This design comes from an exercise in tuning for small area on the open sky130 flow, not from production work.
Function was checked by simulation only, so behaviour that the tests miss may differ from the original.
Power figures rest on the tool's default switching activity, not on a simulated workload.

==> flow/design.v <==
package mul_pkg;
    localparam int DEF_NUM_PP = 13;
    localparam int DEF_PP_W   = 26;
    localparam int DEF_OP_W   = 32;
    localparam int PP_BUS_W   = DEF_NUM_PP * DEF_PP_W;
endpackage
module mul_entry_reg #(
    parameter int W    = 8,
    parameter int NSRC = 1
) (
    input  logic         clk,
    input  logic         s_a,
    input  logic         s_b,
    input  logic         s_h,
    input  logic [W-1:0] a_i,
    input  logic [W-1:0] b_i,
    output logic [W-1:0] q_o
);
    for (genvar i = 0; i < W; i++) begin : g_bit
        mul_entry_bit #(.NSRC(NSRC)) u_bit (
            .clk (clk),
            .s_a (s_a),
            .s_b (s_b),
            .s_h (s_h),
            .a_i (a_i[i]),
            .b_i (b_i[i]),
            .q_o (q_o[i])
        );
    end
endmodule
module mul_entry_bit #(
    parameter int NSRC = 1
) (
    input  logic clk,
    input  logic s_a,
    input  logic s_b,
    input  logic s_h,
    input  logic a_i,
    input  logic b_i,
    output logic q_o
);
    logic data_q;
    if (NSRC == 2) begin : g_two
        always_ff @(posedge clk) data_q <= (a_i & s_a) | (b_i & s_b) | (data_q & s_h);
    end else begin : g_one
        always_ff @(posedge clk) data_q <= (a_i & s_a) | (data_q & s_h);
    end
    assign q_o = data_q;
endmodule
module mul_stage_reg #(
    parameter int NUM_PP = mul_pkg::DEF_NUM_PP,
    parameter int PP_W   = mul_pkg::DEF_PP_W,
    parameter int OP_W   = mul_pkg::DEF_OP_W
) (
    input  logic                   clk,
    input  logic                   rst,
    input  logic                   flush,
    input  logic                   in_valid,
    output logic                   in_ready,
    input  logic [NUM_PP*PP_W-1:0] in_pp,
    input  logic [OP_W-1:0]        in_a,
    input  logic [OP_W-1:0]        in_b,
    output logic                   out_valid,
    input  logic                   out_ready,
    output logic [NUM_PP*PP_W-1:0] out_pp,
    output logic [OP_W-1:0]        out_a,
    output logic [OP_W-1:0]        out_b,
    output logic [1:0]             occupancy
);
    localparam int EW = NUM_PP * PP_W + 2 * OP_W;
    logic [1:0]    occ_q, occ_d;
    logic          full_q, nfull_q;
    logic          empty, in_xfer, out_xfer;
    logic          m_in, m_sk, m_hold;
    logic [EW-1:0] in_e, main_q, skid_q;
    assign in_e     = {in_pp, in_a, in_b};
    assign nfull_q  = ~full_q;
    assign empty    = ~(occ_q[1] | occ_q[0]);
    assign in_xfer  = in_valid & nfull_q;
    assign out_xfer = ~empty & out_ready;
    always_comb begin
        occ_d = occ_q;
        if (flush)                    occ_d = 2'd0;
        else if (in_xfer & ~out_xfer) occ_d = occ_q + 2'd1;
        else if (~in_xfer & out_xfer) occ_d = occ_q - 2'd1;
    end
    always_ff @(posedge clk) begin
        if (rst) begin
            occ_q   <= 2'd0;
            full_q  <= 1'b0;
        end else begin
            occ_q   <= occ_d;
            full_q  <= occ_d[1];
        end
    end
    assign m_hold = ~empty & ~out_ready;
    assign m_sk   = full_q & out_ready;
    assign m_in   = nfull_q & (empty | out_ready);
    mul_entry_reg #(.W(EW), .NSRC(2)) u_main (
        .clk (clk),
        .s_a (m_in),
        .s_b (m_sk),
        .s_h (m_hold),
        .a_i (in_e),
        .b_i (skid_q),
        .q_o (main_q)
    );
    mul_entry_reg #(.W(EW), .NSRC(1)) u_skid (
        .clk (clk),
        .s_a (nfull_q),
        .s_b (1'b0),
        .s_h (full_q),
        .a_i (in_e),
        .b_i ('0),
        .q_o (skid_q)
    );
    assign in_ready  = nfull_q;
    assign out_valid = ~empty;
    assign occupancy = occ_q;
    assign {out_pp, out_a, out_b} = main_q;
endmodule
==> flow/config.mk <==
export PLATFORM = sky130hd
export DESIGN_NAME = mul_stage_reg
export DESIGN_NICKNAME = mul_stage_reg
export VERILOG_FILES = /design/flow/design.v
export SDC_FILE = /design/flow/constraint.sdc
export NUM_CORES = 4
export LEC_CHECK = 0
export CAP_MARGIN = 20
export CORE_MARGIN = 2
export CORE_UTILIZATION = 40
export SLEW_MARGIN = 20
export SYNTH_HIERARCHICAL = 1
==> flow/constraint.sdc <==
create_clock -name core_clock -period 5.0 [get_ports {clk}]
set_input_delay 1.0000 -clock core_clock [delete_from_list [all_inputs] [get_ports {clk}]]
set_output_delay 1.0000 -clock core_clock [all_outputs]
set_load 0.01 [all_outputs]
standard.sh (not shown) runs the stock make flow with config.mk's settings and CLKGATE_MAP_FILE= SYNTH_SCRIPT=/design/flow/synth_recipe.tcl, a recipe that flattens the netlist after the stock synthesis.
==> flow/flow/run.sh <==
#!/bin/bash
# The standard layout with two changes:
#  - buffer_ports inserts the smallest buffer (sky130_fd_sc_hd__buf_1) on
#    every input and output port instead of the tool's pick;
#  - clock tree synthesis clusters more flip-flops per leaf buffer, uses
#    smaller clock buffers and adds no dummy loads.
set -euo pipefail
bash standard.sh \
  "BUFFER_PORTS_ARGS=-buffer_cell sky130_fd_sc_hd__buf_1" \
  "CTS_ARGS=-sink_clustering_enable -repair_clock_nets -dont_use_dummy_load -buf_list sky130_fd_sc_hd__clkbuf_8 -sink_clustering_size 17 -sink_clustering_max_diameter 100" \
  finish > standard_make.log 2>&1
The baseline finished clean.
Rerun with:
==> flow/flow/run.sh (replaced) <==
#!/bin/bash
# The standard layout, with the port buffers that buffer_ports inserts made
# the smallest buffer (sky130_fd_sc_hd__buf_1) instead of the tool's pick.
set -euo pipefail
bash standard.sh "BUFFER_PORTS_ARGS=-buffer_cell sky130_fd_sc_hd__buf_1" finish > standard_make.log 2>&1
After rerunning: Worst hold slack is worse by 0.014 ns. Total power increases by 26%. Global-route usage increases by 0.48 points. Fmax increases by 2.7%. Critical path depth is unchanged. Setup slack gets better by 0.080 ns. Clock power is higher by 120%. Clock skew stays flat. Count of clock-buffer cells in the layout increases by 68.
Rerun with:
==> flow/run.sh (new file) <==
#!/bin/bash
# synth_recipe.tcl (not shown) runs the flow's synth.tcl, then flattens the netlist and writes it again
# the make line also repeats each setting of config.mk as NAME=value (left out here)
make -C /OpenROAD-flow-scripts/flow DESIGN_CONFIG=/design/flow/config.mk WORK_HOME=/design/flow/orfs CLKGATE_MAP_FILE= SYNTH_SCRIPT=/design/flow/synth_recipe.tcl finish
removed: flow/flow/run.sh
removed: flow/standard.sh
Outcome: The changed run passed the timing, DRC and antenna checks. Register-to-register slack loses 0.34 ns. Via count came out higher slightly. Wire length came out higher by roughly a tenth. Utilization came out higher by 8.2 points. Count of clock-buffer cells in the layout came out higher by 5. Cell area came out higher by about a fifth. Worst setup slack loses 0.71 ns. Worst hold slack gains 0.0067 ns. Area after synthesis is unchanged. Cell count barely changes.
Rerun with:
==> flow/flow/run.sh (new file) <==
#!/bin/bash
# The standard layout with two changes:
#  - buffer_ports inserts the smallest buffer (sky130_fd_sc_hd__buf_1) on
#    every input and output port instead of the tool's pick;
#  - clock tree synthesis clusters more flip-flops per leaf buffer, uses
#    smaller clock buffers and adds no dummy loads.
set -euo pipefail
bash standard.sh \
  "BUFFER_PORTS_ARGS=-buffer_cell sky130_fd_sc_hd__buf_1" \
  "CTS_ARGS=-sink_clustering_enable -repair_clock_nets -dont_use_dummy_load -buf_list sky130_fd_sc_hd__clkbuf_8 -sink_clustering_size 16 -sink_clustering_max_diameter 70" \
  finish > standard_make.log 2>&1
==> flow/standard.sh (new file) <==
#!/bin/bash
# synth_recipe.tcl (not shown) runs the flow's synth.tcl, then flattens the netlist and writes it again
# the make line also repeats each setting of config.mk as NAME=value (left out here)
make -C /OpenROAD-flow-scripts/flow DESIGN_CONFIG=/design/flow/config.mk WORK_HOME=/design/flow/orfs CLKGATE_MAP_FILE= SYNTH_SCRIPT=/design/flow/synth_recipe.tcl "${@:-finish}"
removed: flow/run.sh
=> Core utilization decreases by 11 points; die area stays the same; global-route usage decreases by 3.8 points; critical path depth is unchanged; hold slack gets worse by 0.021 ns; clock skew increases by 0.019 ns; setup slack gets better by 0.65 ns.

========
## the previous run
RTL: the design.v shown in full above, as it stands there.
==> flow/config.mk <==
export PLATFORM = sky130hd
export DESIGN_NAME = mul_stage_reg
export DESIGN_NICKNAME = mul_stage_reg
export VERILOG_FILES = /design/flow/design.v
export SDC_FILE = /design/flow/constraint.sdc
export NUM_CORES = 4
export LEC_CHECK = 0
export CAP_MARGIN = 20
export CORE_MARGIN = 2
export CORE_UTILIZATION = 40
export GPL_TIMING_DRIVEN = 0
export SLEW_MARGIN = 20
export SYNTH_HIERARCHICAL = 1
==> flow/constraint.sdc <==
create_clock -name core_clock -period 5.0 [get_ports {clk}]
set_input_delay 1.0000 -clock core_clock [delete_from_list [all_inputs] [get_ports {clk}]]
set_output_delay 1.0000 -clock core_clock [all_outputs]
set_load 0.01 [all_outputs]
==> flow/flow/run.sh <==
#!/bin/bash
# The standard layout with two changes:
#  - buffer_ports inserts the smallest buffer (sky130_fd_sc_hd__buf_1) on
#    every input and output port instead of the tool's pick;
#  - clock tree synthesis clusters more flip-flops per leaf buffer, uses
#    smaller clock buffers and adds no dummy loads.
set -euo pipefail
bash standard.sh \
  "BUFFER_PORTS_ARGS=-buffer_cell sky130_fd_sc_hd__buf_1" \
  "CTS_ARGS=-sink_clustering_enable -repair_clock_nets -dont_use_dummy_load -buf_list sky130_fd_sc_hd__clkbuf_8 -sink_clustering_size 16 -sink_clustering_max_diameter 70" \
  finish > standard_make.log 2>&1
The following lists how the current run was set up differently from the previous run:
- SLEW_MARGIN now 10, was 20
- GPL_TIMING_DRIVEN no longer set, was 0
- CAP_MARGIN now 10, was 20
==> comparison <==
Sort the current run and the previous run by count of buffers not belonging to the clock network in the layout asc -> top: the current run
The current run: all stages complete, timing, DRC and antenna checks passed
Flip-flop and latch count came out exactly the same in the current run and the previous run.
Compared to the previous run, the current run has global routing met3 resource utilization 0.51 points lower.
Cell area after synthesis came out exactly the same in the current run and the previous run.
Looking only at ratio of final minimum period to clock period, and setting everything else aside, the lower value of the current run and the previous run goes to the current run.
Insertion delay to the later sink of the worst-skew pair: the current run vs the previous run, no meaningful difference

[afterwards: timing with drivers on the ports]
In the flow no input, the clock included, has a driving cell. The finished layouts below were timed again as built, in two steps.
Step 1 assumes that a clkbuf_16 drives the clock port and a buf_2 every other input.
Step 2 times the ports against the registers' clock, not the clock port: input delays grow and output delays shrink by t, the midpoint of the rising clock arrivals with the driver on.
a / b / c = no drivers / after step 1 / after step 2; a / b = the first two.
run | shift t [ns] | slack for setup (ns) | hold slack, ns | clock arrival spread, ns
the first run of note 1 | 0.712 | 1.984 / 1.927 / 2.087 | 0.466 / 0.466 / 0.466 | 0.028 / 0.028
the second run of note 1 | 0.669 | 2.065 / 2.003 / 2.067 | 0.452 / 0.452 / 0.452 | 0.031 / 0.030
the third run of note 1 | 0.671 | 1.350 / 1.286 / 1.568 | 0.458 / 0.458 / 0.458 | 0.018 / 0.018
the fourth run of note 1 | 0.714 | 2.000 / 1.944 / 2.089 | 0.438 / 0.438 / 0.438 | 0.050 / 0.050
the previous run | 0.718 | 1.014 / 0.955 / 1.534 | 0.430 / 0.430 / 0.430 | 0.055 / 0.055
the current run | 0.714 | 2.000 / 1.944 / 2.089 | 0.438 / 0.438 / 0.438 | 0.050 / 0.050
After both steps setup and hold are still met in every run listed.
